This design comes from an exercise in tuning for small area and few clock cycles per item on the open sky130 flow, not from production work. No run shown here included a check of the RTL's function; only the layout flow was run.

==> flow/design.v, too long to show whole: its modules and the start of the top module <==
// module fp_mult_pipe: 1378 lines
// module fp_mult_fa: 10 lines
// module fp_mult_ha: 9 lines
module fp_mult_pipe #(
  parameter int unsigned EXP_W = 8,
  parameter int unsigned MAN_W = 23,
  parameter int unsigned TAG_W = 4
) (
  input  logic                   clk,
  input  logic                   rstn,
  input  logic                   in_valid,
  output logic                   in_ready,
  input  logic [EXP_W+MAN_W:0]   a,
  input  logic [EXP_W+MAN_W:0]   b,
  input  logic [TAG_W-1:0]       in_tag,
  output logic                   out_valid,
  input  logic                   out_ready,
  output logic [EXP_W+MAN_W:0]   result,
  output logic [TAG_W-1:0]       out_tag,
  output logic [3:0]             flags
);
  // ...
==> flow/flow/run.sh <==
#!/bin/bash
# Standard ORFS layout, with plain buffers on the ports instead of the delay cell buffer_ports picks.
set -euo pipefail
bash standard.sh BUFFER_PORTS_ARGS="-buffer_cell sky130_fd_sc_hd__buf_2" finish > make.log 2>&1
==> flow/standard.sh <==
#!/bin/bash
# synth_recipe.tcl (not shown) runs the flow's synth.tcl, then flattens the netlist and writes it again
# the make line also repeats each setting of config.mk as NAME=value (left out here)
make -C /OpenROAD-flow-scripts/flow DESIGN_CONFIG=/design/flow/config.mk WORK_HOME=/design/flow/orfs CLKGATE_MAP_FILE= SYNTH_SCRIPT=/design/flow/synth_recipe.tcl "${@:-finish}"
==> flow/config.mk <==
export PLATFORM = sky130hd
export DESIGN_NAME = fp_mult_pipe
export DESIGN_NICKNAME = fp_mult_pipe
export VERILOG_FILES = /design/flow/design.v
export SDC_FILE = /design/flow/constraint.sdc
export NUM_CORES = 4
export LEC_CHECK = 0
export ABC_AREA = 1
export CAP_MARGIN = 20
export CORE_MARGIN = 2
export CORE_UTILIZATION = 40
export GPL_TIMING_DRIVEN = 0
export SETUP_SLACK_MARGIN = 0.05
export SLEW_MARGIN = 20
export SYNTH_HIERARCHICAL = 1
export SYNTH_MINIMUM_KEEP_SIZE = 0
==> flow/constraint.sdc <==
create_clock -name core_clock -period 7.0 [get_ports {clk}]
set_input_delay 1.4000 -clock core_clock [delete_from_list [all_inputs] [get_ports {clk}]]
set_output_delay 1.4000 -clock core_clock [all_outputs]
set_load 0.01 [all_outputs]
==> impl_metrics.tcl, run 1 <==
set metrics [dict create \
    hp-start "r_v$_DFFE_PN0P_" \
    cp.buffers_inverters 7 \
    tightest_slew_ps 953 \
    rows 72 \
    antenna_found_initial 0 \
    fin_nets 2388 \
    largest-register "r_p" \
    ctsResizeCount 181 \
    hold_path_class "reg -> reg" \
    largest_reg_flops 26 \
    clock_latency_ps 290 \
    synth.top_cells.by_count "278 x xor2_1, 266 x fa_1, 265 x o22ai_1" \
    postLayoutSetupSlackWorst_ps 145 \
    die_x_um 203 \
    ios 114 \
    synth_largest_area_cell "fa_1" \
    design.seq.count 46 \
    top_regs "r_p (26), r_esum (9), r_tag (4)" \
    clock-root-buffer "clkbuf_16" \
    synth_mux_area_frac 0 \
    met1_usage 0.366 \
    gp_congestion 1.01 \
    sh_seq_area 0.0726 \
    status "timing/DRC/antenna clean" \
    multi_input_area_share 0.754 \
    crit_start "r_p[2]$_DFFE_PP_" \
    syn_inst 1748 \
    drt-total-wl_um 57900 \
    critPathTopFamily "simple AND/OR/NAND/NOR gates" \
    dp_hpwl_um 46400 \
    fin_util 0.487 \
    vias 14500 \
    clk_pin_slew_ps 70 \
    final_area_um2 19000 \
    async_reset_ff_frac 0.0217 \
    post-cts-setup-buffer-count 25 \
    met2_usage 0.452 \
    synth-seq-cells 46 \
    grtUsageMet3 0.0477 \
]
==> inputs of run 2 (changes only) <==
--- a/flow/design.v
+++ b/flow/design.v
@@ -485,18 +485,17 @@
   wire s31_393, c31_393;
   fp_mult_fa u_s31_393 (.a(pp5_21_169), .b(pp6_19_196), .c(pp7_17_223), .s(s31_393), .co(c31_393));
   wire s32_394, c32_394;
   fp_mult_fa u_s32_394 (.a(1'b1), .b(ma[8]), .c(pp4_24_143), .s(s32_394), .co(c32_394));
   wire s32_395, c32_395;
   fp_mult_ha u_s32_395 (.a(pp5_22_170), .b(pp6_20_197), .s(s32_395), .co(c32_395));
   wire s33_396, c33_396;
   fp_mult_fa u_s33_396 (.a(nneg4_144), .b(ma[9]), .c(pp5_23_171), .s(s33_396), .co(c33_396));
-  wire s34_397, c34_397;
-  fp_mult_ha u_s34_397 (.a(1'b1), .b(ma[10]), .s(s34_397), .co(c34_397));
+  wire s34_397 = ~ma[10];
   wire s10_398, c10_398;
   fp_mult_ha u_s10_398 (.a(neg5_147), .b(pp0_10_13), .s(s10_398), .co(c10_398));
   wire s11_399, c11_399;
   fp_mult_ha u_s11_399 (.a(pp0_11_14), .b(pp1_9_41), .s(s11_399), .co(c11_399));
   wire s12_400, c12_400;
   fp_mult_fa u_s12_400 (.a(neg6_176), .b(pp0_12_15), .c(pp1_10_42), .s(s12_400), .co(c12_400));
   wire s12_401, c12_401;
   fp_mult_ha u_s12_401 (.a(pp2_8_69), .b(pp3_6_96), .s(s12_401), .co(c12_401));
@@ -626,17 +625,17 @@
   fp_mult_fa u_s33_463 (.a(c32_395), .b(c32_394), .c(s33_396), .s(s33_463), .co(c33_463));
   wire s34_464, c34_464;
   fp_mult_fa u_s34_464 (.a(s34_397), .b(pp5_24_172), .c(pp6_22_199), .s(s34_464), .co(c34_464));
   wire s34_465, c34_465;
   fp_mult_fa u_s34_465 (.a(pp7_20_226), .b(pp8_18_253), .c(pp9_16_280), .s(s34_465), .co(c34_465));
   wire s34_466, c34_466;
   fp_mult_fa u_s34_466 (.a(pp10_14_307), .b(pp11_12_333), .c(c33_396), .s(s34_466), .co(c34_466));
   wire s35_467, c35_467;
-  fp_mult_fa u_s35_467 (.a(nneg5_173), .b(ma[11]), .c(c34_397), .s(s35_467), .co(c35_467));
+  fp_mult_fa u_s35_467 (.a(nneg5_173), .b(ma[11]), .c(ma[10]), .s(s35_467), .co(c35_467));
   wire s35_468, c35_468;
   fp_mult_fa u_s35_468 (.a(pp6_23_200), .b(pp7_21_227), .c(pp8_19_254), .s(s35_468), .co(c35_468));
   wire s35_469, c35_469;
   fp_mult_fa u_s35_469 (.a(pp9_17_281), .b(pp10_15_308), .c(pp11_13_334), .s(s35_469), .co(c35_469));
   wire s36_470, c36_470;
   fp_mult_fa u_s36_470 (.a(1'b1), .b(ma[12]), .c(pp6_24_201), .s(s36_470), .co(c36_470));
   wire s36_471, c36_471;
   fp_mult_fa u_s36_471 (.a(pp7_22_228), .b(pp8_20_255), .c(pp9_18_282), .s(s36_471), .co(c36_471));
@@ -647,18 +646,17 @@
   wire s37_474, c37_474;
   fp_mult_fa u_s37_474 (.a(pp8_21_256), .b(pp9_19_283), .c(pp10_17_310), .s(s37_474), .co(c37_474));
   wire s38_475, c38_475;
   fp_mult_fa u_s38_475 (.a(1'b1), .b(ma[14]), .c(pp7_24_230), .s(s38_475), .co(c38_475));
   wire s38_476, c38_476;
   fp_mult_ha u_s38_476 (.a(pp8_22_257), .b(pp9_20_284), .s(s38_476), .co(c38_476));
   wire s39_477, c39_477;
   fp_mult_fa u_s39_477 (.a(nneg7_231), .b(ma[15]), .c(pp8_23_258), .s(s39_477), .co(c39_477));
-  wire s40_478, c40_478;
-  fp_mult_ha u_s40_478 (.a(1'b1), .b(ma[16]), .s(s40_478), .co(c40_478));
+  wire s40_478 = ~ma[16];
   wire s6_479, c6_479;
   fp_mult_ha u_s6_479 (.a(neg3_89), .b(pp0_6_9), .s(s6_479), .co(c6_479));
   wire s7_480, c7_480;
   fp_mult_ha u_s7_480 (.a(pp0_7_10), .b(pp1_5_37), .s(s7_480), .co(c7_480));
   wire s8_481, c8_481;
   fp_mult_fa u_s8_481 (.a(neg4_118), .b(pp0_8_11), .c(pp1_6_38), .s(s8_481), .co(c8_481));
   wire s8_482, c8_482;
   fp_mult_ha u_s8_482 (.a(pp2_4_65), .b(pp3_2_92), .s(s8_482), .co(c8_482));
@@ -786,27 +784,26 @@
   fp_mult_fa u_s39_543 (.a(pp9_21_285), .b(pp10_19_312), .c(pp11_17_338), .s(s39_543), .co(c39_543));
   wire s39_544, c39_544;
   fp_mult_fa u_s39_544 (.a(c38_476), .b(c38_475), .c(s39_477), .s(s39_544), .co(c39_544));
   wire s40_545, c40_545;
   fp_mult_fa u_s40_545 (.a(s40_478), .b(pp8_24_259), .c(pp9_22_286), .s(s40_545), .co(c40_545));
   wire s40_546, c40_546;
   fp_mult_fa u_s40_546 (.a(pp10_20_313), .b(pp11_18_339), .c(c39_477), .s(s40_546), .co(c40_546));
   wire s41_547, c41_547;
-  fp_mult_fa u_s41_547 (.a(nneg8_260), .b(ma[17]), .c(c40_478), .s(s41_547), .co(c41_547));
+  fp_mult_fa u_s41_547 (.a(nneg8_260), .b(ma[17]), .c(ma[16]), .s(s41_547), .co(c41_547));
   wire s41_548, c41_548;
   fp_mult_fa u_s41_548 (.a(pp9_23_287), .b(pp10_21_314), .c(pp11_19_340), .s(s41_548), .co(c41_548));
   wire s42_549, c42_549;
   fp_mult_fa u_s42_549 (.a(1'b1), .b(ma[18]), .c(pp9_24_288), .s(s42_549), .co(c42_549));
   wire s42_550, c42_550;
   fp_mult_ha u_s42_550 (.a(pp10_22_315), .b(pp11_20_341), .s(s42_550), .co(c42_550));
   wire s43_551, c43_551;
   fp_mult_fa u_s43_551 (.a(nneg9_289), .b(ma[19]), .c(pp10_23_316), .s(s43_551), .co(c43_551));
-  wire s44_552, c44_552;
-  fp_mult_ha u_s44_552 (.a(1'b1), .b(ma[20]), .s(s44_552), .co(c44_552));
+  wire s44_552 = ~ma[20];
   wire s4_553, c4_553;
   fp_mult_ha u_s4_553 (.a(neg2_60), .b(pp0_4_7), .s(s4_553), .co(c4_553));
   wire s5_554, c5_554;
   fp_mult_ha u_s5_554 (.a(pp0_5_8), .b(pp1_3_35), .s(s5_554), .co(c5_554));
   wire s6_555, c6_555;
   fp_mult_fa u_s6_555 (.a(pp1_4_36), .b(pp2_2_63), .c(pp3_0_90), .s(s6_555), .co(c6_555));
   wire s7_556, c7_556;
   fp_mult_fa u_s7_556 (.a(pp2_3_64), .b(pp3_1_91), .c(c6_479), .s(s7_556), .co(c7_556));
@@ -880,19 +877,18 @@
   fp_mult_fa u_s41_590 (.a(s41_547), .b(c40_545), .c(s41_548), .s(s41_590), .co(c41_590));
   wire s42_591, c42_591;
   fp_mult_fa u_s42_591 (.a(c41_547), .b(s42_550), .c(c41_548), .s(s42_591), .co(c42_591));
   wire s43_592, c43_592;
   fp_mult_fa u_s43_592 (.a(pp11_21_342), .b(c42_550), .c(c42_549), .s(s43_592), .co(c43_592));
   wire s44_593, c44_593;
   fp_mult_fa u_s44_593 (.a(s44_552), .b(pp10_24_317), .c(pp11_22_343), .s(s44_593), .co(c44_593));
   wire s45_594, c45_594;
-  fp_mult_fa u_s45_594 (.a(nneg10_318), .b(ma[21]), .c(c44_552), .s(s45_594), .co(c45_594));
-  wire s46_595, c46_595;
-  fp_mult_ha u_s46_595 (.a(1'b1), .b(ma[22]), .s(s46_595), .co(c46_595));
+  fp_mult_fa u_s45_594 (.a(nneg10_318), .b(ma[21]), .c(ma[20]), .s(s45_594), .co(c45_594));
+  wire s46_595 = ~ma[22];
   wire s2_596, c2_596;
   fp_mult_ha u_s2_596 (.a(neg1_31), .b(pp0_2_5), .s(s2_596), .co(c2_596));
   wire s3_597, c3_597;
   fp_mult_ha u_s3_597 (.a(pp0_3_6), .b(pp1_1_33), .s(s3_597), .co(c3_597));
   wire s4_598, c4_598;
   fp_mult_fa u_s4_598 (.a(pp1_2_34), .b(pp2_0_61), .c(s4_553), .s(s4_598), .co(c4_598));
   wire s5_599, c5_599;
   fp_mult_fa u_s5_599 (.a(pp2_1_62), .b(c4_553), .c(s5_554), .s(s5_599), .co(c5_599));
@@ -973,18 +969,17 @@
   wire s43_637, c43_637;
   fp_mult_fa u_s43_637 (.a(s43_551), .b(c42_591), .c(s43_592), .s(s43_637), .co(c43_637));
   wire s44_638, c44_638;
   fp_mult_fa u_s44_638 (.a(c43_551), .b(s44_593), .c(c43_592), .s(s44_638), .co(c44_638));
   wire s45_639, c45_639;
   fp_mult_fa u_s45_639 (.a(s45_594), .b(pp11_23_344), .c(c44_593), .s(s45_639), .co(c45_639));
   wire s46_640, c46_640;
   fp_mult_fa u_s46_640 (.a(s46_595), .b(c45_594), .c(pp11_24_345), .s(s46_640), .co(c46_640));
-  wire s47_641, c47_641;
-  fp_mult_ha u_s47_641 (.a(1'b1), .b(c46_595), .s(s47_641), .co(c47_641));
+  wire s47_641 = ~ma[22];
   wire [47:0] px = {c46_640, c45_639, c44_638, c43_637, c42_636, c41_635, c40_634, c39_633, c38_632, c37_631, c36_630, c35_629, c34_628, c33_627, c32_626, c31_625, c30_624, c29_623, c28_622, c27_621, c26_620, c25_619, c24_618, c23_617, c22_616, c21_615, c20_614, c19_613, c18_612, c17_611, c16_610, c15_609, c14_608, c13_607, c12_606, c11_605, c10_604, c9_603, c8_602, c7_601, c6_600, c5_599, c4_598, c3_597, c2_596, s2_596, pp0_1_4, neg0_2};
   wire [47:0] py = {s47_641, s46_640, s45_639, s44_638, s43_637, s42_636, s41_635, s40_634, s39_633, s38_632, s37_631, s36_630, s35_629, s34_628, s33_627, s32_626, s31_625, s30_624, s29_623, s28_622, s27_621, s26_620, s25_619, s24_618, s23_617, s22_616, s21_615, s20_614, s19_613, s18_612, s17_611, s16_610, s15_609, s14_608, s13_607, s12_606, s11_605, s10_604, s9_603, s8_602, s7_601, s6_600, s5_599, s4_598, s3_597, pp1_0_32, 1'b0, pp0_0_3};
   wire s0_642, c0_642;
   fp_mult_ha u_s0_642 (.a(neg0_2), .b(pp0_0_3), .s(s0_642), .co(c0_642));
   wire s2_643, c2_643;
   fp_mult_ha u_s2_643 (.a(s2_596), .b(pp1_0_32), .s(s2_643), .co(c2_643));
   wire s3_644, c3_644;
   fp_mult_ha u_s3_644 (.a(c2_596), .b(s3_597), .s(s3_644), .co(c3_644));
@@ -1019,341 +1014,482 @@
   wire s18_659, c18_659;
   fp_mult_ha u_s18_659 (.a(c17_611), .b(s18_612), .s(s18_659), .co(c18_659));
   wire s19_660, c19_660;
   fp_mult_ha u_s19_660 (.a(c18_612), .b(s19_613), .s(s19_660), .co(c19_660));
   wire s20_661, c20_661;
   fp_mult_ha u_s20_661 (.a(c19_613), .b(s20_614), .s(s20_661), .co(c20_661));
   wire s21_662, c21_662;
   fp_mult_ha u_s21_662 (.a(c20_614), .b(s21_615), .s(s21_662), .co(c21_662));
-  wire G1_663 = 1'b0 | (pp0_1_4 & c0_642);
-  wire P1_664 = pp0_1_4 & s0_642;
-  wire G3_665 = c3_644 | (s3_644 & c2_643);
-  wire P3_666 = s3_644 & s2_643;
-  wire G5_667 = c5_646 | (s5_646 & c4_645);
-  wire P5_668 = s5_646 & s4_645;
-  wire G7_669 = c7_648 | (s7_648 & c6_647);
-  wire P7_670 = s7_648 & s6_647;
-  wire G9_671 = c9_650 | (s9_650 & c8_649);
-  wire P9_672 = s9_650 & s8_649;
-  wire G11_673 = c11_652 | (s11_652 & c10_651);
-  wire P11_674 = s11_652 & s10_651;
-  wire G13_675 = c13_654 | (s13_654 & c12_653);
-  wire P13_676 = s13_654 & s12_653;
-  wire G15_677 = c15_656 | (s15_656 & c14_655);
-  wire P15_678 = s15_656 & s14_655;
-  wire G17_679 = c17_658 | (s17_658 & c16_657);
-  wire P17_680 = s17_658 & s16_657;
-  wire G19_681 = c19_660 | (s19_660 & c18_659);
-  wire P19_682 = s19_660 & s18_659;
-  wire G21_683 = c21_662 | (s21_662 & c20_661);
-  wire P21_684 = s21_662 & s20_661;
-  wire G3_685 = G3_665 | (P3_666 & G1_663);
-  wire P3_686 = P3_666 & P1_664;
-  wire G7_687 = G7_669 | (P7_670 & G5_667);
-  wire P7_688 = P7_670 & P5_668;
-  wire G11_689 = G11_673 | (P11_674 & G9_671);
-  wire P11_690 = P11_674 & P9_672;
-  wire G15_691 = G15_677 | (P15_678 & G13_675);
-  wire P15_692 = P15_678 & P13_676;
-  wire G19_693 = G19_681 | (P19_682 & G17_679);
-  wire P19_694 = P19_682 & P17_680;
-  wire G7_695 = G7_687 | (P7_688 & G3_685);
-  wire P7_696 = P7_688 & P3_686;
-  wire G15_697 = G15_691 | (P15_692 & G11_689);
-  wire P15_698 = P15_692 & P11_690;
-  wire G15_699 = G15_697 | (P15_698 & G7_695);
-  wire P15_700 = P15_698 & P7_696;
-  wire G11_701 = G11_689 | (P11_690 & G7_695);
-  wire P11_702 = P11_690 & P7_696;
-  wire G19_703 = G19_693 | (P19_694 & G15_699);
-  wire P19_704 = P19_694 & P15_700;
-  wire G5_705 = G5_667 | (P5_668 & G3_685);
-  wire P5_706 = P5_668 & P3_686;
-  wire G9_707 = G9_671 | (P9_672 & G7_695);
-  wire P9_708 = P9_672 & P7_696;
-  wire G13_709 = G13_675 | (P13_676 & G11_701);
-  wire P13_710 = P13_676 & P11_702;
-  wire G17_711 = G17_679 | (P17_680 & G15_699);
-  wire P17_712 = P17_680 & P15_700;
-  wire G21_713 = G21_683 | (P21_684 & G19_703);
-  wire P21_714 = P21_684 & P19_704;
-  wire G2_715 = c2_643 | (s2_643 & G1_663);
-  wire P2_716 = s2_643 & P1_664;
-  wire G4_717 = c4_645 | (s4_645 & G3_685);
-  wire P4_718 = s4_645 & P3_686;
-  wire G6_719 = c6_647 | (s6_647 & G5_705);
-  wire P6_720 = s6_647 & P5_706;
-  wire G8_721 = c8_649 | (s8_649 & G7_695);
-  wire P8_722 = s8_649 & P7_696;
-  wire G10_723 = c10_651 | (s10_651 & G9_707);
-  wire P10_724 = s10_651 & P9_708;
-  wire G12_725 = c12_653 | (s12_653 & G11_701);
-  wire P12_726 = s12_653 & P11_702;
-  wire G14_727 = c14_655 | (s14_655 & G13_709);
-  wire P14_728 = s14_655 & P13_710;
-  wire G16_729 = c16_657 | (s16_657 & G15_699);
-  wire P16_730 = s16_657 & P15_700;
-  wire G18_731 = c18_659 | (s18_659 & G17_711);
-  wire P18_732 = s18_659 & P17_712;
-  wire G20_733 = c20_661 | (s20_661 & G19_703);
-  wire P20_734 = s20_661 & P19_704;
-  wire sum1_735 = pp0_1_4 ^ c0_642;
-  wire sum2_736 = s2_643 ^ G1_663;
-  wire sum3_737 = s3_644 ^ G2_715;
-  wire sum4_738 = s4_645 ^ G3_685;
-  wire sum5_739 = s5_646 ^ G4_717;
-  wire sum6_740 = s6_647 ^ G5_705;
-  wire sum7_741 = s7_648 ^ G6_719;
-  wire sum8_742 = s8_649 ^ G7_695;
-  wire sum9_743 = s9_650 ^ G8_721;
-  wire sum10_744 = s10_651 ^ G9_707;
-  wire sum11_745 = s11_652 ^ G10_723;
-  wire sum12_746 = s12_653 ^ G11_701;
-  wire sum13_747 = s13_654 ^ G12_725;
-  wire sum14_748 = s14_655 ^ G13_709;
-  wire sum15_749 = s15_656 ^ G14_727;
-  wire sum16_750 = s16_657 ^ G15_699;
-  wire sum17_751 = s17_658 ^ G16_729;
-  wire sum18_752 = s18_659 ^ G17_711;
-  wire sum19_753 = s19_660 ^ G18_731;
-  wire sum20_754 = s20_661 ^ G19_703;
-  wire sum21_755 = s21_662 ^ G20_733;
-  wire s22_756, c22_756;
-  fp_mult_ha u_s22_756 (.a(c21_615), .b(s22_616), .s(s22_756), .co(c22_756));
-  wire s23_757, c23_757;
-  fp_mult_ha u_s23_757 (.a(c22_616), .b(s23_617), .s(s23_757), .co(c23_757));
-  wire s24_758, c24_758;
-  fp_mult_ha u_s24_758 (.a(c23_617), .b(s24_618), .s(s24_758), .co(c24_758));
-  wire s25_759, c25_759;
-  fp_mult_ha u_s25_759 (.a(c24_618), .b(s25_619), .s(s25_759), .co(c25_759));
-  wire s26_760, c26_760;
-  fp_mult_ha u_s26_760 (.a(c25_619), .b(s26_620), .s(s26_760), .co(c26_760));
-  wire s27_761, c27_761;
-  fp_mult_ha u_s27_761 (.a(c26_620), .b(s27_621), .s(s27_761), .co(c27_761));
-  wire s28_762, c28_762;
-  fp_mult_ha u_s28_762 (.a(c27_621), .b(s28_622), .s(s28_762), .co(c28_762));
-  wire s29_763, c29_763;
-  fp_mult_ha u_s29_763 (.a(c28_622), .b(s29_623), .s(s29_763), .co(c29_763));
-  wire s30_764, c30_764;
-  fp_mult_ha u_s30_764 (.a(c29_623), .b(s30_624), .s(s30_764), .co(c30_764));
-  wire s31_765, c31_765;
-  fp_mult_ha u_s31_765 (.a(c30_624), .b(s31_625), .s(s31_765), .co(c31_765));
-  wire s32_766, c32_766;
-  fp_mult_ha u_s32_766 (.a(c31_625), .b(s32_626), .s(s32_766), .co(c32_766));
-  wire s33_767, c33_767;
-  fp_mult_ha u_s33_767 (.a(c32_626), .b(s33_627), .s(s33_767), .co(c33_767));
-  wire s34_768, c34_768;
-  fp_mult_ha u_s34_768 (.a(c33_627), .b(s34_628), .s(s34_768), .co(c34_768));
-  wire s35_769, c35_769;
-  fp_mult_ha u_s35_769 (.a(c34_628), .b(s35_629), .s(s35_769), .co(c35_769));
-  wire s36_770, c36_770;
-  fp_mult_ha u_s36_770 (.a(c35_629), .b(s36_630), .s(s36_770), .co(c36_770));
-  wire s37_771, c37_771;
-  fp_mult_ha u_s37_771 (.a(c36_630), .b(s37_631), .s(s37_771), .co(c37_771));
-  wire s38_772, c38_772;
-  fp_mult_ha u_s38_772 (.a(c37_631), .b(s38_632), .s(s38_772), .co(c38_772));
-  wire s39_773, c39_773;
-  fp_mult_ha u_s39_773 (.a(c38_632), .b(s39_633), .s(s39_773), .co(c39_773));
-  wire s40_774, c40_774;
-  fp_mult_ha u_s40_774 (.a(c39_633), .b(s40_634), .s(s40_774), .co(c40_774));
-  wire s41_775, c41_775;
-  fp_mult_ha u_s41_775 (.a(c40_634), .b(s41_635), .s(s41_775), .co(c41_775));
-  wire s42_776, c42_776;
-  fp_mult_ha u_s42_776 (.a(c41_635), .b(s42_636), .s(s42_776), .co(c42_776));
-  wire s43_777, c43_777;
-  fp_mult_ha u_s43_777 (.a(c42_636), .b(s43_637), .s(s43_777), .co(c43_777));
-  wire s44_778, c44_778;
-  fp_mult_ha u_s44_778 (.a(c43_637), .b(s44_638), .s(s44_778), .co(c44_778));
-  wire s45_779, c45_779;
-  fp_mult_ha u_s45_779 (.a(c44_638), .b(s45_639), .s(s45_779), .co(c45_779));
-  wire s46_780, c46_780;
-  fp_mult_ha u_s46_780 (.a(c45_639), .b(s46_640), .s(s46_780), .co(c46_780));
-  wire s47_781, c47_781;
-  fp_mult_ha u_s47_781 (.a(c46_640), .b(s47_641), .s(s47_781), .co(c47_781));
-  wire G23_782 = c23_757 | (s23_757 & c22_756);
-  wire P23_783 = s23_757 & s22_756;
-  wire G25_784 = c25_759 | (s25_759 & c24_758);
-  wire P25_785 = s25_759 & s24_758;
-  wire G27_786 = c27_761 | (s27_761 & c26_760);
-  wire P27_787 = s27_761 & s26_760;
-  wire G29_788 = c29_763 | (s29_763 & c28_762);
-  wire P29_789 = s29_763 & s28_762;
-  wire G31_790 = c31_765 | (s31_765 & c30_764);
-  wire P31_791 = s31_765 & s30_764;
-  wire G33_792 = c33_767 | (s33_767 & c32_766);
-  wire P33_793 = s33_767 & s32_766;
-  wire G35_794 = c35_769 | (s35_769 & c34_768);
-  wire P35_795 = s35_769 & s34_768;
-  wire G37_796 = c37_771 | (s37_771 & c36_770);
-  wire P37_797 = s37_771 & s36_770;
-  wire G39_798 = c39_773 | (s39_773 & c38_772);
-  wire P39_799 = s39_773 & s38_772;
-  wire G41_800 = c41_775 | (s41_775 & c40_774);
-  wire P41_801 = s41_775 & s40_774;
-  wire G43_802 = c43_777 | (s43_777 & c42_776);
-  wire P43_803 = s43_777 & s42_776;
-  wire G45_804 = c45_779 | (s45_779 & c44_778);
-  wire P45_805 = s45_779 & s44_778;
-  wire G47_806 = c47_781 | (s47_781 & c46_780);
-  wire P47_807 = s47_781 & s46_780;
-  wire G25_808 = G25_784 | (P25_785 & G23_782);
-  wire P25_809 = P25_785 & P23_783;
-  wire G29_810 = G29_788 | (P29_789 & G27_786);
-  wire P29_811 = P29_789 & P27_787;
-  wire G33_812 = G33_792 | (P33_793 & G31_790);
-  wire P33_813 = P33_793 & P31_791;
-  wire G37_814 = G37_796 | (P37_797 & G35_794);
-  wire P37_815 = P37_797 & P35_795;
-  wire G41_816 = G41_800 | (P41_801 & G39_798);
-  wire P41_817 = P41_801 & P39_799;
-  wire G45_818 = G45_804 | (P45_805 & G43_802);
-  wire P45_819 = P45_805 & P43_803;
-  wire G29_820 = G29_810 | (P29_811 & G25_808);
-  wire P29_821 = P29_811 & P25_809;
-  wire G37_822 = G37_814 | (P37_815 & G33_812);
-  wire P37_823 = P37_815 & P33_813;
-  wire G45_824 = G45_818 | (P45_819 & G41_816);
-  wire P45_825 = P45_819 & P41_817;
-  wire G37_826 = G37_822 | (P37_823 & G29_820);
-  wire P37_827 = P37_823 & P29_821;
-  wire G45_828 = G45_824 | (P45_825 & G37_826);
-  wire P45_829 = P45_825 & P37_827;
-  wire G33_830 = G33_812 | (P33_813 & G29_820);
-  wire P33_831 = P33_813 & P29_821;
-  wire G41_832 = G41_816 | (P41_817 & G37_826);
-  wire P41_833 = P41_817 & P37_827;
-  wire G27_834 = G27_786 | (P27_787 & G25_808);
-  wire P27_835 = P27_787 & P25_809;
-  wire G31_836 = G31_790 | (P31_791 & G29_820);
-  wire P31_837 = P31_791 & P29_821;
-  wire G35_838 = G35_794 | (P35_795 & G33_830);
-  wire P35_839 = P35_795 & P33_831;
-  wire G39_840 = G39_798 | (P39_799 & G37_826);
-  wire P39_841 = P39_799 & P37_827;
-  wire G43_842 = G43_802 | (P43_803 & G41_832);
-  wire P43_843 = P43_803 & P41_833;
-  wire G47_844 = G47_806 | (P47_807 & G45_828);
-  wire P47_845 = P47_807 & P45_829;
-  wire G24_846 = c24_758 | (s24_758 & G23_782);
-  wire P24_847 = s24_758 & P23_783;
-  wire G26_848 = c26_760 | (s26_760 & G25_808);
-  wire P26_849 = s26_760 & P25_809;
-  wire G28_850 = c28_762 | (s28_762 & G27_834);
-  wire P28_851 = s28_762 & P27_835;
-  wire G30_852 = c30_764 | (s30_764 & G29_820);
-  wire P30_853 = s30_764 & P29_821;
-  wire G32_854 = c32_766 | (s32_766 & G31_836);
-  wire P32_855 = s32_766 & P31_837;
-  wire G34_856 = c34_768 | (s34_768 & G33_830);
-  wire P34_857 = s34_768 & P33_831;
-  wire G36_858 = c36_770 | (s36_770 & G35_838);
-  wire P36_859 = s36_770 & P35_839;
-  wire G38_860 = c38_772 | (s38_772 & G37_826);
-  wire P38_861 = s38_772 & P37_827;
-  wire G40_862 = c40_774 | (s40_774 & G39_840);
-  wire P40_863 = s40_774 & P39_841;
-  wire G42_864 = c42_776 | (s42_776 & G41_832);
-  wire P42_865 = s42_776 & P41_833;
-  wire G44_866 = c44_778 | (s44_778 & G43_842);
-  wire P44_867 = s44_778 & P43_843;
-  wire G46_868 = c46_780 | (s46_780 & G45_828);
-  wire P46_869 = s46_780 & P45_829;
-  wire sum23_870 = s23_757 ^ c22_756;
-  wire sum24_871 = s24_758 ^ G23_782;
-  wire sum25_872 = s25_759 ^ G24_846;
-  wire sum26_873 = s26_760 ^ G25_808;
-  wire sum27_874 = s27_761 ^ G26_848;
-  wire sum28_875 = s28_762 ^ G27_834;
-  wire sum29_876 = s29_763 ^ G28_850;
-  wire sum30_877 = s30_764 ^ G29_820;
-  wire sum31_878 = s31_765 ^ G30_852;
-  wire sum32_879 = s32_766 ^ G31_836;
-  wire sum33_880 = s33_767 ^ G32_854;
-  wire sum34_881 = s34_768 ^ G33_830;
-  wire sum35_882 = s35_769 ^ G34_856;
-  wire sum36_883 = s36_770 ^ G35_838;
-  wire sum37_884 = s37_771 ^ G36_858;
-  wire sum38_885 = s38_772 ^ G37_826;
-  wire sum39_886 = s39_773 ^ G38_860;
-  wire sum40_887 = s40_774 ^ G39_840;
-  wire sum41_888 = s41_775 ^ G40_862;
-  wire sum42_889 = s42_776 ^ G41_832;
-  wire sum43_890 = s43_777 ^ G42_864;
-  wire sum44_891 = s44_778 ^ G43_842;
-  wire sum45_892 = s45_779 ^ G44_866;
-  wire sum46_893 = s46_780 ^ G45_828;
-  wire sum47_894 = s47_781 ^ G46_868;
-  wire [21:0] prod_lo = {sum21_755, sum20_754, sum19_753, sum18_752, sum17_751, sum16_750, sum15_749, sum14_748, sum13_747, sum12_746, sum11_745, sum10_744, sum9_743, sum8_742, sum7_741, sum6_740, sum5_739, sum4_738, sum3_737, sum2_736, sum1_735, s0_642};
-  wire [25:0] prod_hi = {sum47_894, sum46_893, sum45_892, sum44_891, sum43_890, sum42_889, sum41_888, sum40_887, sum39_886, sum38_885, sum37_884, sum36_883, sum35_882, sum34_881, sum33_880, sum32_879, sum31_878, sum30_877, sum29_876, sum28_875, sum27_874, sum26_873, sum25_872, sum24_871, sum23_870, s22_756};
-  wire prod_c = G21_713;
+  wire s22_663, c22_663;
+  fp_mult_ha u_s22_663 (.a(c21_615), .b(s22_616), .s(s22_663), .co(c22_663));
+  wire s23_664, c23_664;
+  fp_mult_ha u_s23_664 (.a(c22_616), .b(s23_617), .s(s23_664), .co(c23_664));
+  wire s24_665, c24_665;
+  fp_mult_ha u_s24_665 (.a(c23_617), .b(s24_618), .s(s24_665), .co(c24_665));
+  wire s25_666, c25_666;
+  fp_mult_ha u_s25_666 (.a(c24_618), .b(s25_619), .s(s25_666), .co(c25_666));
+  wire s26_667, c26_667;
+  fp_mult_ha u_s26_667 (.a(c25_619), .b(s26_620), .s(s26_667), .co(c26_667));
+  wire s27_668, c27_668;
+  fp_mult_ha u_s27_668 (.a(c26_620), .b(s27_621), .s(s27_668), .co(c27_668));
+  wire s28_669, c28_669;
+  fp_mult_ha u_s28_669 (.a(c27_621), .b(s28_622), .s(s28_669), .co(c28_669));
+  wire s29_670, c29_670;
+  fp_mult_ha u_s29_670 (.a(c28_622), .b(s29_623), .s(s29_670), .co(c29_670));
+  wire s30_671, c30_671;
+  fp_mult_ha u_s30_671 (.a(c29_623), .b(s30_624), .s(s30_671), .co(c30_671));
+  wire s31_672, c31_672;
+  fp_mult_ha u_s31_672 (.a(c30_624), .b(s31_625), .s(s31_672), .co(c31_672));
+  wire s32_673, c32_673;
+  fp_mult_ha u_s32_673 (.a(c31_625), .b(s32_626), .s(s32_673), .co(c32_673));
+  wire s33_674, c33_674;
+  fp_mult_ha u_s33_674 (.a(c32_626), .b(s33_627), .s(s33_674), .co(c33_674));
+  wire s34_675, c34_675;
+  fp_mult_ha u_s34_675 (.a(c33_627), .b(s34_628), .s(s34_675), .co(c34_675));
+  wire s35_676, c35_676;
+  fp_mult_ha u_s35_676 (.a(c34_628), .b(s35_629), .s(s35_676), .co(c35_676));
+  wire s36_677, c36_677;
+  fp_mult_ha u_s36_677 (.a(c35_629), .b(s36_630), .s(s36_677), .co(c36_677));
+  wire s37_678, c37_678;
+  fp_mult_ha u_s37_678 (.a(c36_630), .b(s37_631), .s(s37_678), .co(c37_678));
+  wire s38_679, c38_679;
+  fp_mult_ha u_s38_679 (.a(c37_631), .b(s38_632), .s(s38_679), .co(c38_679));
+  wire s39_680, c39_680;
+  fp_mult_ha u_s39_680 (.a(c38_632), .b(s39_633), .s(s39_680), .co(c39_680));
+  wire s40_681, c40_681;
+  fp_mult_ha u_s40_681 (.a(c39_633), .b(s40_634), .s(s40_681), .co(c40_681));
+  wire s41_682, c41_682;
+  fp_mult_ha u_s41_682 (.a(c40_634), .b(s41_635), .s(s41_682), .co(c41_682));
+  wire s42_683, c42_683;
+  fp_mult_ha u_s42_683 (.a(c41_635), .b(s42_636), .s(s42_683), .co(c42_683));
+  wire s43_684, c43_684;
+  fp_mult_ha u_s43_684 (.a(c42_636), .b(s43_637), .s(s43_684), .co(c43_684));
+  wire s44_685, c44_685;
+  fp_mult_ha u_s44_685 (.a(c43_637), .b(s44_638), .s(s44_685), .co(c44_685));
+  wire s45_686, c45_686;
+  fp_mult_ha u_s45_686 (.a(c44_638), .b(s45_639), .s(s45_686), .co(c45_686));
+  wire s46_687, c46_687;
+  fp_mult_ha u_s46_687 (.a(c45_639), .b(s46_640), .s(s46_687), .co(c46_687));
+  wire s47_688, c47_688;
+  fp_mult_ha u_s47_688 (.a(c46_640), .b(s47_641), .s(s47_688), .co(c47_688));
+  wire G1_689 = 1'b0 | (pp0_1_4 & c0_642);
+  wire P1_690 = pp0_1_4 & s0_642;
+  wire G3_691 = c3_644 | (s3_644 & c2_643);
+  wire P3_692 = s3_644 & s2_643;
+  wire G5_693 = c5_646 | (s5_646 & c4_645);
+  wire P5_694 = s5_646 & s4_645;
+  wire G7_695 = c7_648 | (s7_648 & c6_647);
+  wire P7_696 = s7_648 & s6_647;
+  wire G9_697 = c9_650 | (s9_650 & c8_649);
+  wire P9_698 = s9_650 & s8_649;
+  wire G11_699 = c11_652 | (s11_652 & c10_651);
+  wire P11_700 = s11_652 & s10_651;
+  wire G13_701 = c13_654 | (s13_654 & c12_653);
+  wire P13_702 = s13_654 & s12_653;
+  wire G15_703 = c15_656 | (s15_656 & c14_655);
+  wire P15_704 = s15_656 & s14_655;
+  wire G3_705 = G3_691 | (P3_692 & G1_689);
+  wire P3_706 = P3_692 & P1_690;
+  wire G7_707 = G7_695 | (P7_696 & G5_693);
+  wire P7_708 = P7_696 & P5_694;
+  wire G11_709 = G11_699 | (P11_700 & G9_697);
+  wire P11_710 = P11_700 & P9_698;
+  wire G15_711 = G15_703 | (P15_704 & G13_701);
+  wire P15_712 = P15_704 & P13_702;
+  wire G7_713 = G7_707 | (P7_708 & G3_705);
+  wire P7_714 = P7_708 & P3_706;
+  wire G15_715 = G15_711 | (P15_712 & G11_709);
+  wire P15_716 = P15_712 & P11_710;
+  wire G15_717 = G15_715 | (P15_716 & G7_713);
+  wire P15_718 = P15_716 & P7_714;
+  wire G11_719 = G11_709 | (P11_710 & G7_713);
+  wire P11_720 = P11_710 & P7_714;
+  wire G5_721 = G5_693 | (P5_694 & G3_705);
+  wire P5_722 = P5_694 & P3_706;
+  wire G9_723 = G9_697 | (P9_698 & G7_713);
+  wire P9_724 = P9_698 & P7_714;
+  wire G13_725 = G13_701 | (P13_702 & G11_719);
+  wire P13_726 = P13_702 & P11_720;
+  wire G2_727 = c2_643 | (s2_643 & G1_689);
+  wire P2_728 = s2_643 & P1_690;
+  wire G4_729 = c4_645 | (s4_645 & G3_705);
+  wire P4_730 = s4_645 & P3_706;
+  wire G6_731 = c6_647 | (s6_647 & G5_721);
+  wire P6_732 = s6_647 & P5_722;
+  wire G8_733 = c8_649 | (s8_649 & G7_713);
+  wire P8_734 = s8_649 & P7_714;
+  wire G10_735 = c10_651 | (s10_651 & G9_723);
+  wire P10_736 = s10_651 & P9_724;
+  wire G12_737 = c12_653 | (s12_653 & G11_719);
+  wire P12_738 = s12_653 & P11_720;
+  wire G14_739 = c14_655 | (s14_655 & G13_725);
+  wire P14_740 = s14_655 & P13_726;
+  wire G16_741 = c16_657 | (s16_657 & G15_717);
+  wire P16_742 = s16_657 & P15_718;
+  wire G47_743 = c47_688 | (s47_688 & c46_687);
+  wire P47_744 = s47_688 & s46_687;
+  wire G46_745 = c46_687 | (s46_687 & c45_686);
+  wire P46_746 = s46_687 & s45_686;
+  wire G45_747 = c45_686 | (s45_686 & c44_685);
+  wire P45_748 = s45_686 & s44_685;
+  wire G44_749 = c44_685 | (s44_685 & c43_684);
+  wire P44_750 = s44_685 & s43_684;
+  wire G43_751 = c43_684 | (s43_684 & c42_683);
+  wire P43_752 = s43_684 & s42_683;
+  wire G42_753 = c42_683 | (s42_683 & c41_682);
+  wire P42_754 = s42_683 & s41_682;
+  wire G41_755 = c41_682 | (s41_682 & c40_681);
+  wire P41_756 = s41_682 & s40_681;
+  wire G40_757 = c40_681 | (s40_681 & c39_680);
+  wire P40_758 = s40_681 & s39_680;
+  wire G39_759 = c39_680 | (s39_680 & c38_679);
+  wire P39_760 = s39_680 & s38_679;
+  wire G38_761 = c38_679 | (s38_679 & c37_678);
+  wire P38_762 = s38_679 & s37_678;
+  wire G37_763 = c37_678 | (s37_678 & c36_677);
+  wire P37_764 = s37_678 & s36_677;
+  wire G36_765 = c36_677 | (s36_677 & c35_676);
+  wire P36_766 = s36_677 & s35_676;
+  wire G35_767 = c35_676 | (s35_676 & c34_675);
+  wire P35_768 = s35_676 & s34_675;
+  wire G34_769 = c34_675 | (s34_675 & c33_674);
+  wire P34_770 = s34_675 & s33_674;
+  wire G33_771 = c33_674 | (s33_674 & c32_673);
+  wire P33_772 = s33_674 & s32_673;
+  wire G32_773 = c32_673 | (s32_673 & c31_672);
+  wire P32_774 = s32_673 & s31_672;
+  wire G31_775 = c31_672 | (s31_672 & c30_671);
+  wire P31_776 = s31_672 & s30_671;
+  wire G30_777 = c30_671 | (s30_671 & c29_670);
+  wire P30_778 = s30_671 & s29_670;
+  wire G29_779 = c29_670 | (s29_670 & c28_669);
+  wire P29_780 = s29_670 & s28_669;
+  wire G28_781 = c28_669 | (s28_669 & c27_668);
+  wire P28_782 = s28_669 & s27_668;
+  wire G27_783 = c27_668 | (s27_668 & c26_667);
+  wire P27_784 = s27_668 & s26_667;
+  wire G26_785 = c26_667 | (s26_667 & c25_666);
+  wire P26_786 = s26_667 & s25_666;
+  wire G25_787 = c25_666 | (s25_666 & c24_665);
+  wire P25_788 = s25_666 & s24_665;
+  wire G24_789 = c24_665 | (s24_665 & c23_664);
+  wire P24_790 = s24_665 & s23_664;
+  wire G23_791 = c23_664 | (s23_664 & c22_663);
+  wire P23_792 = s23_664 & s22_663;
+  wire G22_793 = c22_663 | (s22_663 & c21_662);
+  wire P22_794 = s22_663 & s21_662;
+  wire G21_795 = c21_662 | (s21_662 & c20_661);
+  wire P21_796 = s21_662 & s20_661;
+  wire G20_797 = c20_661 | (s20_661 & c19_660);
+  wire P20_798 = s20_661 & s19_660;
+  wire G19_799 = c19_660 | (s19_660 & c18_659);
+  wire P19_800 = s19_660 & s18_659;
+  wire G18_801 = c18_659 | (s18_659 & c17_658);
+  wire P18_802 = s18_659 & s17_658;
+  wire G17_803 = c17_658 | (s17_658 & G16_741);
+  wire P17_804 = s17_658 & P16_742;
+  wire G47_805 = G47_743 | (P47_744 & G45_747);
+  wire P47_806 = P47_744 & P45_748;
+  wire G46_807 = G46_745 | (P46_746 & G44_749);
+  wire P46_808 = P46_746 & P44_750;
+  wire G45_809 = G45_747 | (P45_748 & G43_751);
+  wire P45_810 = P45_748 & P43_752;
+  wire G44_811 = G44_749 | (P44_750 & G42_753);
+  wire P44_812 = P44_750 & P42_754;
+  wire G43_813 = G43_751 | (P43_752 & G41_755);
+  wire P43_814 = P43_752 & P41_756;
+  wire G42_815 = G42_753 | (P42_754 & G40_757);
+  wire P42_816 = P42_754 & P40_758;
+  wire G41_817 = G41_755 | (P41_756 & G39_759);
+  wire P41_818 = P41_756 & P39_760;
+  wire G40_819 = G40_757 | (P40_758 & G38_761);
+  wire P40_820 = P40_758 & P38_762;
+  wire G39_821 = G39_759 | (P39_760 & G37_763);
+  wire P39_822 = P39_760 & P37_764;
+  wire G38_823 = G38_761 | (P38_762 & G36_765);
+  wire P38_824 = P38_762 & P36_766;
+  wire G37_825 = G37_763 | (P37_764 & G35_767);
+  wire P37_826 = P37_764 & P35_768;
+  wire G36_827 = G36_765 | (P36_766 & G34_769);
+  wire P36_828 = P36_766 & P34_770;
+  wire G35_829 = G35_767 | (P35_768 & G33_771);
+  wire P35_830 = P35_768 & P33_772;
+  wire G34_831 = G34_769 | (P34_770 & G32_773);
+  wire P34_832 = P34_770 & P32_774;
+  wire G33_833 = G33_771 | (P33_772 & G31_775);
+  wire P33_834 = P33_772 & P31_776;
+  wire G32_835 = G32_773 | (P32_774 & G30_777);
+  wire P32_836 = P32_774 & P30_778;
+  wire G31_837 = G31_775 | (P31_776 & G29_779);
+  wire P31_838 = P31_776 & P29_780;
+  wire G30_839 = G30_777 | (P30_778 & G28_781);
+  wire P30_840 = P30_778 & P28_782;
+  wire G29_841 = G29_779 | (P29_780 & G27_783);
+  wire P29_842 = P29_780 & P27_784;
+  wire G28_843 = G28_781 | (P28_782 & G26_785);
+  wire P28_844 = P28_782 & P26_786;
+  wire G27_845 = G27_783 | (P27_784 & G25_787);
+  wire P27_846 = P27_784 & P25_788;
+  wire G26_847 = G26_785 | (P26_786 & G24_789);
+  wire P26_848 = P26_786 & P24_790;
+  wire G25_849 = G25_787 | (P25_788 & G23_791);
+  wire P25_850 = P25_788 & P23_792;
+  wire G24_851 = G24_789 | (P24_790 & G22_793);
+  wire P24_852 = P24_790 & P22_794;
+  wire G23_853 = G23_791 | (P23_792 & G21_795);
+  wire P23_854 = P23_792 & P21_796;
+  wire G22_855 = G22_793 | (P22_794 & G20_797);
+  wire P22_856 = P22_794 & P20_798;
+  wire G21_857 = G21_795 | (P21_796 & G19_799);
+  wire P21_858 = P21_796 & P19_800;
+  wire G20_859 = G20_797 | (P20_798 & G18_801);
+  wire P20_860 = P20_798 & P18_802;
+  wire G19_861 = G19_799 | (P19_800 & G17_803);
+  wire P19_862 = P19_800 & P17_804;
+  wire G18_863 = G18_801 | (P18_802 & G16_741);
+  wire P18_864 = P18_802 & P16_742;
+  wire G47_865 = G47_805 | (P47_806 & G43_813);
+  wire P47_866 = P47_806 & P43_814;
+  wire G46_867 = G46_807 | (P46_808 & G42_815);
+  wire P46_868 = P46_808 & P42_816;
+  wire G45_869 = G45_809 | (P45_810 & G41_817);
+  wire P45_870 = P45_810 & P41_818;
+  wire G44_871 = G44_811 | (P44_812 & G40_819);
+  wire P44_872 = P44_812 & P40_820;
+  wire G43_873 = G43_813 | (P43_814 & G39_821);
+  wire P43_874 = P43_814 & P39_822;
+  wire G42_875 = G42_815 | (P42_816 & G38_823);
+  wire P42_876 = P42_816 & P38_824;
+  wire G41_877 = G41_817 | (P41_818 & G37_825);
+  wire P41_878 = P41_818 & P37_826;
+  wire G40_879 = G40_819 | (P40_820 & G36_827);
+  wire P40_880 = P40_820 & P36_828;
+  wire G39_881 = G39_821 | (P39_822 & G35_829);
+  wire P39_882 = P39_822 & P35_830;
+  wire G38_883 = G38_823 | (P38_824 & G34_831);
+  wire P38_884 = P38_824 & P34_832;
+  wire G37_885 = G37_825 | (P37_826 & G33_833);
+  wire P37_886 = P37_826 & P33_834;
+  wire G36_887 = G36_827 | (P36_828 & G32_835);
+  wire P36_888 = P36_828 & P32_836;
+  wire G35_889 = G35_829 | (P35_830 & G31_837);
+  wire P35_890 = P35_830 & P31_838;
+  wire G34_891 = G34_831 | (P34_832 & G30_839);
+  wire P34_892 = P34_832 & P30_840;
+  wire G33_893 = G33_833 | (P33_834 & G29_841);
+  wire P33_894 = P33_834 & P29_842;
+  wire G32_895 = G32_835 | (P32_836 & G28_843);
+  wire P32_896 = P32_836 & P28_844;
+  wire G31_897 = G31_837 | (P31_838 & G27_845);
+  wire P31_898 = P31_838 & P27_846;
+  wire G30_899 = G30_839 | (P30_840 & G26_847);
+  wire P30_900 = P30_840 & P26_848;
+  wire G29_901 = G29_841 | (P29_842 & G25_849);
+  wire P29_902 = P29_842 & P25_850;
+  wire G28_903 = G28_843 | (P28_844 & G24_851);
+  wire P28_904 = P28_844 & P24_852;
+  wire G27_905 = G27_845 | (P27_846 & G23_853);
+  wire P27_906 = P27_846 & P23_854;
+  wire G26_907 = G26_847 | (P26_848 & G22_855);
+  wire P26_908 = P26_848 & P22_856;
+  wire G25_909 = G25_849 | (P25_850 & G21_857);
+  wire P25_910 = P25_850 & P21_858;
+  wire G24_911 = G24_851 | (P24_852 & G20_859);
+  wire P24_912 = P24_852 & P20_860;
+  wire G23_913 = G23_853 | (P23_854 & G19_861);
+  wire P23_914 = P23_854 & P19_862;
+  wire G22_915 = G22_855 | (P22_856 & G18_863);
+  wire P22_916 = P22_856 & P18_864;
+  wire G21_917 = G21_857 | (P21_858 & G17_803);
+  wire P21_918 = P21_858 & P17_804;
+  wire G20_919 = G20_859 | (P20_860 & G16_741);
+  wire P20_920 = P20_860 & P16_742;
+  wire G47_921 = G47_865 | (P47_866 & G39_881);
+  wire P47_922 = P47_866 & P39_882;
+  wire G46_923 = G46_867 | (P46_868 & G38_883);
+  wire P46_924 = P46_868 & P38_884;
+  wire G45_925 = G45_869 | (P45_870 & G37_885);
+  wire P45_926 = P45_870 & P37_886;
+  wire G44_927 = G44_871 | (P44_872 & G36_887);
+  wire P44_928 = P44_872 & P36_888;
+  wire G43_929 = G43_873 | (P43_874 & G35_889);
+  wire P43_930 = P43_874 & P35_890;
+  wire G42_931 = G42_875 | (P42_876 & G34_891);
+  wire P42_932 = P42_876 & P34_892;
+  wire G41_933 = G41_877 | (P41_878 & G33_893);
+  wire P41_934 = P41_878 & P33_894;
+  wire G40_935 = G40_879 | (P40_880 & G32_895);
+  wire P40_936 = P40_880 & P32_896;
+  wire G39_937 = G39_881 | (P39_882 & G31_897);
+  wire P39_938 = P39_882 & P31_898;
+  wire G38_939 = G38_883 | (P38_884 & G30_899);
+  wire P38_940 = P38_884 & P30_900;
+  wire G37_941 = G37_885 | (P37_886 & G29_901);
+  wire P37_942 = P37_886 & P29_902;
+  wire G36_943 = G36_887 | (P36_888 & G28_903);
+  wire P36_944 = P36_888 & P28_904;
+  wire G35_945 = G35_889 | (P35_890 & G27_905);
+  wire P35_946 = P35_890 & P27_906;
+  wire G34_947 = G34_891 | (P34_892 & G26_907);
+  wire P34_948 = P34_892 & P26_908;
+  wire G33_949 = G33_893 | (P33_894 & G25_909);
+  wire P33_950 = P33_894 & P25_910;
+  wire G32_951 = G32_895 | (P32_896 & G24_911);
+  wire P32_952 = P32_896 & P24_912;
+  wire G31_953 = G31_897 | (P31_898 & G23_913);
+  wire P31_954 = P31_898 & P23_914;
+  wire G30_955 = G30_899 | (P30_900 & G22_915);
+  wire P30_956 = P30_900 & P22_916;
+  wire G29_957 = G29_901 | (P29_902 & G21_917);
+  wire P29_958 = P29_902 & P21_918;
+  wire G28_959 = G28_903 | (P28_904 & G20_919);
+  wire P28_960 = P28_904 & P20_920;
+  wire G27_961 = G27_905 | (P27_906 & G19_861);
+  wire P27_962 = P27_906 & P19_862;
+  wire G26_963 = G26_907 | (P26_908 & G18_863);
+  wire P26_964 = P26_908 & P18_864;
+  wire G25_965 = G25_909 | (P25_910 & G17_803);
+  wire P25_966 = P25_910 & P17_804;
+  wire G24_967 = G24_911 | (P24_912 & G16_741);
+  wire P24_968 = P24_912 & P16_742;
+  wire G47_969 = G47_921 | (P47_922 & G31_953);
+  wire P47_970 = P47_922 & P31_954;
+  wire G46_971 = G46_923 | (P46_924 & G30_955);
+  wire P46_972 = P46_924 & P30_956;
+  wire G45_973 = G45_925 | (P45_926 & G29_957);
+  wire P45_974 = P45_926 & P29_958;
+  wire G44_975 = G44_927 | (P44_928 & G28_959);
+  wire P44_976 = P44_928 & P28_960;
+  wire G43_977 = G43_929 | (P43_930 & G27_961);
+  wire P43_978 = P43_930 & P27_962;
+  wire G42_979 = G42_931 | (P42_932 & G26_963);
+  wire P42_980 = P42_932 & P26_964;
+  wire G41_981 = G41_933 | (P41_934 & G25_965);
+  wire P41_982 = P41_934 & P25_966;
+  wire G40_983 = G40_935 | (P40_936 & G24_967);
+  wire P40_984 = P40_936 & P24_968;
+  wire G39_985 = G39_937 | (P39_938 & G23_913);
+  wire P39_986 = P39_938 & P23_914;
+  wire G38_987 = G38_939 | (P38_940 & G22_915);
+  wire P38_988 = P38_940 & P22_916;
+  wire G37_989 = G37_941 | (P37_942 & G21_917);
+  wire P37_990 = P37_942 & P21_918;
+  wire G36_991 = G36_943 | (P36_944 & G20_919);
+  wire P36_992 = P36_944 & P20_920;
+  wire G35_993 = G35_945 | (P35_946 & G19_861);
+  wire P35_994 = P35_946 & P19_862;
+  wire G34_995 = G34_947 | (P34_948 & G18_863);
+  wire P34_996 = P34_948 & P18_864;
+  wire G33_997 = G33_949 | (P33_950 & G17_803);
+  wire P33_998 = P33_950 & P17_804;
+  wire G32_999 = G32_951 | (P32_952 & G16_741);
+  wire P32_1000 = P32_952 & P16_742;
+  wire sum1_1001 = pp0_1_4 ^ c0_642;
+  wire sum2_1002 = s2_643 ^ G1_689;
+  wire sum3_1003 = s3_644 ^ G2_727;
+  wire sum4_1004 = s4_645 ^ G3_705;
+  wire sum5_1005 = s5_646 ^ G4_729;
+  wire sum6_1006 = s6_647 ^ G5_721;
+  wire sum7_1007 = s7_648 ^ G6_731;
+  wire sum8_1008 = s8_649 ^ G7_713;
+  wire sum9_1009 = s9_650 ^ G8_733;
+  wire sum10_1010 = s10_651 ^ G9_723;
+  wire sum11_1011 = s11_652 ^ G10_735;
+  wire sum12_1012 = s12_653 ^ G11_719;
+  wire sum13_1013 = s13_654 ^ G12_737;
+  wire sum14_1014 = s14_655 ^ G13_725;
+  wire sum15_1015 = s15_656 ^ G14_739;
+  wire sum16_1016 = s16_657 ^ G15_717;
+  wire sum17_1017 = s17_658 ^ G16_741;
+  wire sum18_1018 = s18_659 ^ G17_803;
+  wire sum19_1019 = s19_660 ^ G18_863;
+  wire sum20_1020 = s20_661 ^ G19_861;
+  wire sum21_1021 = s21_662 ^ G20_919;
+  wire sum22_1022 = s22_663 ^ G21_917;
+  wire sum23_1023 = s23_664 ^ G22_915;
+  wire sum24_1024 = s24_665 ^ G23_913;
+  wire sum25_1025 = s25_666 ^ G24_967;
+  wire sum26_1026 = s26_667 ^ G25_965;
+  wire sum27_1027 = s27_668 ^ G26_963;
+  wire sum28_1028 = s28_669 ^ G27_961;
+  wire sum29_1029 = s29_670 ^ G28_959;
+  wire sum30_1030 = s30_671 ^ G29_957;
+  wire sum31_1031 = s31_672 ^ G30_955;
+  wire sum32_1032 = s32_673 ^ G31_953;
+  wire sum33_1033 = s33_674 ^ G32_999;
+  wire sum34_1034 = s34_675 ^ G33_997;
+  wire sum35_1035 = s35_676 ^ G34_995;
+  wire sum36_1036 = s36_677 ^ G35_993;
+  wire sum37_1037 = s37_678 ^ G36_991;
+  wire sum38_1038 = s38_679 ^ G37_989;
+  wire sum39_1039 = s39_680 ^ G38_987;
+  wire sum40_1040 = s40_681 ^ G39_985;
+  wire sum41_1041 = s41_682 ^ G40_983;
+  wire sum42_1042 = s42_683 ^ G41_981;
+  wire sum43_1043 = s43_684 ^ G42_979;
+  wire sum44_1044 = s44_685 ^ G43_977;
+  wire sum45_1045 = s45_686 ^ G44_975;
+  wire sum46_1046 = s46_687 ^ G45_973;
+  wire sum47_1047 = s47_688 ^ G46_971;
+  wire [47:0] prod = {sum47_1047, sum46_1046, sum45_1045, sum44_1044, sum43_1043, sum42_1042, sum41_1041, sum40_1040, sum39_1039, sum38_1038, sum37_1037, sum36_1036, sum35_1035, sum34_1034, sum33_1033, sum32_1032, sum31_1031, sum30_1030, sum29_1029, sum28_1028, sum27_1027, sum26_1026, sum25_1025, sum24_1024, sum23_1023, sum22_1022, sum21_1021, sum20_1020, sum19_1019, sum18_1018, sum17_1017, sum16_1016, sum15_1015, sum14_1014, sum13_1013, sum12_1012, sum11_1011, sum10_1010, sum9_1009, sum8_1008, sum7_1007, sum6_1006, sum5_1005, sum4_1004, sum3_1003, sum2_1002, sum1_1001, s0_642};
   logic [2:0] cls;
   always_comb begin
     if (nan)       cls = {1'b1, snan_a | snan_b, 1'b1};
     else if (ixz)  cls = 3'b111;
     else if (inf)  cls = 3'b110;
     else if (zero) cls = 3'b100;
     else           cls = 3'b000;
   end
-  logic        r_v, r_sign, r_st, r_c;
+  logic        r_v, r_sign, r_st;
   logic [2:0]  r_cls;
   logic [8:0]  r_esum;
   logic [25:0] r_p;
   logic [3:0]  r_tag;
   always_ff @(posedge clk or negedge rstn) begin
     if (!rstn) r_v <= 1'b0;
     else if (adv) r_v <= in_valid;
   end
   always_ff @(posedge clk) begin
     if (adv) begin
       r_sign <= a[31] ^ b[31];
       r_cls  <= cls;
       r_esum <= {1'b0, ea} + {1'b0, eb};
-      r_p    <= prod_hi;
-      r_c    <= prod_c;
-      r_st   <= |prod_lo;
+      r_p    <= prod[47:22];
+      r_st   <= |prod[21:0];
       r_tag  <= in_tag;
     end
   end
-  logic [25:0] u;
-  logic [25:0] pl;      
-  logic [2:0]  pb;      
-  logic        hi, g, s, any, inc;
-  logic [2:0]  v;       
-  logic [3:0]  t;       
-  logic [26:0] sq;      
-  logic [26:0] ph;      
+  logic        hi, g, s, any, inc, t1, carry;
+  logic [24:0] q;
+  logic [24:0] sq;      
+  logic [24:0] all1;    
   logic [22:0] frac;
   logic [1:0]  k;       
   logic [9:0]  e;       
   logic        ovf, unf;
-  assign u = r_p;
+  assign q     = r_p[25:1];
+  assign hi    = r_p[25];
+  assign g     = hi ? r_p[1] : r_p[0];
+  assign s     = r_st | (hi & r_p[0]);
+  assign any   = g | s;
+  assign inc   = g & (s | (hi ? r_p[2] : r_p[1]));
+  assign t1    = inc & (hi | r_p[1]);
   always_comb begin
-    pl[0] = 1'b1;
-    for (int i = 1; i <= 25; i++) pl[i] = pl[i-1] & u[i-1];
-    ph[3] = 1'b1;
-    for (int i = 4; i <= 26; i++) ph[i] = ph[i-1] & u[i-1];
+    all1[0] = 1'b1;
+    all1[1] = 1'b1;
+    for (int i = 2; i <= 24; i++) all1[i] = all1[i-1] & q[i-1];
   end
-  assign pb[0] = u[0] ^ r_c;
-  assign pb[1] = u[1] ^ (r_c & u[0]);
-  assign pb[2] = u[2] ^ (r_c & u[0] & u[1]);
-  assign hi    = u[25] ^ (r_c & pl[25]);
-  assign g     = hi ? pb[1] : pb[0];
-  assign s     = r_st | (hi & pb[0]);
-  assign any   = g | s;
-  assign inc   = g & (s | (hi ? pb[2] : pb[1]));
-  assign v     = {inc & hi, inc & ~hi, r_c};
-  assign t     = {1'b0, u[2:0]} + {1'b0, v};
-  assign sq[2:0] = t[2:0];
+  assign sq[0] = q[0] ^ (inc & ~hi);
   always_comb begin
-    for (int i = 3; i <= 25; i++) sq[i] = u[i] ^ (t[3] & ph[i]);
+    for (int i = 1; i <= 24; i++) sq[i] = q[i] ^ (t1 & all1[i]);
   end
-  assign sq[26] = t[3] & ph[26];
-  assign frac  = hi ? sq[24:2] : sq[23:1];
-  assign k     = {sq[26], sq[25]};
+  assign carry = t1 & all1[24];
+  assign frac  = hi ? sq[23:1] : sq[22:0];
+  assign k     = {hi & carry, hi ^ carry};
   assign e     = {1'b0, r_esum} + {8'b11100000, k + 2'd1};
   assign ovf   = ~e[9] & (e[8] | (&e[7:0]));
   assign unf   = e[9] | (e == 10'd0);
   logic [31:0] res;
   logic [3:0]  flg;
   always_comb begin
     res = {r_sign, e[7:0], frac};
     flg = {3'b000, any};
==> run 2 against run 1 <==
Compared with the run above: still clean; fmax is 0.48% higher; synthesized area hardly changed; first-iteration DRC count decreased by 13%; wire length grew 2.3%; critical endpoint is now r_p[25]$_DFFE_PP_.
==> impl_metrics.tcl, run 2 <==
set metrics [dict create \
    status "timing/DRC/antenna clean" \
    num_antenna_cells 0 \
    die_x_um 203 \
    max_slew_margin 0.354 \
    grt_usage 0.285 \
    synth_cell_type_count 52 \
    drv_cap 0 \
    dp_hpwl_um 47900 \
    holdWs_ps 861 \
    wl_per_cell_um 24.2 \
    clock_latency_ps 300 \
    post_synth_xor_area_fraction 0.177 \
    rows 72 \
    syn_inst 1774 \
    max-clock-path-buffers 2 \
    tightest_slew_ps 961 \
    fmax_mhz 147 \
    ant_nets 0 \
    final_common_cell "xor2_1" \
    mostFrequentLayoutCells "288 x xor2_1, 238 x fa_1, 231 x o22ai_1, 132 x nand2_1, 116 x buf_2" \
    clk_pin_slew_ps 70 \
    yosys.area.top_type_share 0.335 \
    synthAdderAreaFrac 0.412 \
    drt_pass1_iterations 6 \
    fin_crit_sh 0.975 \
    synthSimpleGateAreaFrac 0.0995 \
    post-route-drc-count 0 \
    grt_pass1_vias 14800 \
    startpoint_type "input port" \
    synth_compound_area_frac 0.161 \
    hold_path_class "in -> async" \
    synth_top_family_by_area "adder cells" \
    synthesis.area_um2 15900 \
    synth-seq-cells 45 \
    io_buffers 113 \
    vias 14500 \
    async_reset_ff_frac 0.0222 \
    grt_max_degree 25 \
    synth-edff-count 44 \
    drt-total-wl_um 59300 \
    ios 114 \
    cpMaxStageDelayCell "buf_1" \
    end_kind "flop" \
    avgSynthCellArea_um2 8.94 \
    slew_viol_final 0 \
    finalHoldViolCount 0 \
    core_area_um2 38900 \
    path_cells "buf_2 > inv_2 > buf_1 > o22ai_1 > xor2_1 > fa_1 > fa_1 > fa_1 > fa_1 > fa_1 > ha_4 > nand2_1 > inv_1 > nand4_1 > o211ai_1 > nand2_1 > nand3_2 > nand3_1 > nand2_2 > nand3_1 > nand2_2 > a31oi_1 > xnor2_1" \
    top_regs "r_p (26), r_esum (9), r_tag (4)" \
    antenna_found_initial 0 \
    yosysMostFrequentCell "xor2_1" \
    ys_warn_count 7 \
    cts_tree "built" \
    final_area_um2 19000 \
    gp_congestion 1.01 \
    fin_skew_ps 6.13 \
    largest-register "r_p" \
    critical_path_peak_fanout 10 \
    numCtsBuffers 5 \
    slowest_delay_ps 580 \
    die-area_um2 41200 \
    critical_path_arrival_ps 6870 \
    largest_reg_flops 26 \
    grt_pass1_wl_um 88500 \
    min_period_ps 6820 \
    cts_sinks 45 \
    drt_iter0_drc 1456 \
    ys.flop_type "edfxtp_1" \
    via_per_inst 5.92 \
    die_h_um 203 \
    clock-root-buffer "clkbuf_16" \
    grt-ovfl-total 0 \
    ys_seq_area_frac 0.0849 \
    place_area_um2 17100 \
    synth_largest_area_cell "fa_1" \
    final_layout_size_suffix_gt1_frac 0.248 \
    worstSetupPathType "in -> reg" \
    fin_nets 2364 \
    rsz0062_at_grt "yes" \
    cpMostUsedCell "fa_1" \
    start_util 0.407 \
    synth.top_cells.by_count "304 x xor2_1, 265 x fa_1, 265 x o22ai_1" \
    setup_viol 0 \
    cp.required_ps 7050 \
    synth_mux_area_frac 0 \
    cts_hold_buffers 0 \
    ys_top_cells_by_area "fa_1 33%, xor2_1 17%, o22ai_1 10%" \
    syn2layout_area_growth_pct 19.7 \
    h-tree-depth 2 \
]
-- run 2: worst max-delay path, delay by kind of cell --
family	cells	cell delay, ps
buf+inv	4	970
fa+ha+maj	6	2770
xor+xnor	2	430
compound gates	3	500
simple gates	8	800
-- run 2: final timing paths --
| kind | startpoint | endpoint | slack (ps) | cells after the start |
|---|---|---|---|---|
| max in group asynchronous | rstn | r_v$_DFFE_PN0P_ | 6060 | 1 |
| hold / removal | rstn | r_v$_DFFE_PN0P_ | 860 | 1 |
| setup / recovery | a[18] | r_p[25]$_DFFE_PP_ | 180 | 23 |
| hold reg to reg | r_v$_DFFE_PN0P_ | r_v$_DFFE_PN0P_ | 900 | 2 |
| setup reg to reg | r_v$_DFFE_PN0P_ | r_esum[5]$_DFFE_PP_ | 5600 | 2 |
| min in group core_clock | r_v$_DFFE_PN0P_ | r_v$_DFFE_PN0P_ | 900 | 2 |
-- run 2: kinds of logic after synthesis --
family          Yosys count
flops                    45
other cells               1
compound gates          426
buf+inv                 275
simple gates            344
fa+ha+maj               363
xor+xnor                320
-- run 2: Yosys stat by module (local to each module, per instance) --
module	copies in the design	cells	cell area, um2
fp_mult_fa	263	1	20.0
fp_mult_ha	75	1	12.5
fp_mult_pipe	1	1436	9650
-- run 2: layout make-up --
| type | instances | area, um2 |
|---|---|---|
| Sequential cell | 45 | 1350 |
| Timing Repair Buffer | 144 | 868 |
| Multi-Input combinational cell | 1460 | 14500 |
| Clock buffer | 5 | 125 |
| Tap cell | 518 | 648 |
| Clock inverter | 3 | 28.8 |
| Inverter | 142 | 548 |
| Buffer | 131 | 958 |
| Fill cell | 3727 | 19900 |
-- run 2: through the flow --
step,util,TNS (ps),instances,setup slack (ps)
after global routing,0.488,-132,2448,-94.1
after detailed placement,0.440,-29380,2412,-1440
after CTS,0.461,0,2433,52.4
after floorplan,-,0,1780,75.5
final,0.488,0,2448,177
after global placement,0.439,-27550,2411,-1360
-- run 2: repair_timing --
action,CTS,global route
gates resized for setup,192,277
cloned,0,1
setup endpoints to repair,27,49
setup buffers,13,16
endpoints found under the hold margin,0,0
pin swaps,25,69
-- run 2: routing by layer --
| layer | global-route usage | wire [um] |
|---|---|---|
| met1 | 0.373 | 24400 |
| met2 | 0.458 | 26600 |
| met3 | 0.0658 | 5600 |
| met4 | 0.108 | 2650 |
| met5 | 0 | 0 |

==> static timing again, ports no longer ideal <==
Ports are ideal in the flow. The routed layouts listed here were re-timed in OpenROAD. Step 1, drivers: a clkbuf_16 drives clk and a buf_2 each remaining input, both assumed. Step 2 moves the port delays by t, midway between the first and last clock arrival at a register: inputs arrive t later, outputs are due t later. That takes back most of the time a late clock gives input paths. a / b / c = ideal ports / drivers / drivers and shift; a / b = the first two.
run | t (ns) | setup WS [ns] | slew at the worst register clock pin (ns) | pins driven straight from the clock port
run 1 | 0.330 | 0.145 / 0.107 / -0.113 | 0.07 / 0.07 | 1
run 2 | 0.333 | 0.177 / 0.194 / -0.139 | 0.07 / 0.07 | 1
With both steps, setup timing fails in run 1 and run 2, where it was met with ideal ports. For run 2, which loses most, drivers alone change the setup slack by +0.017 ns; drivers and shift together by -0.316 ns.
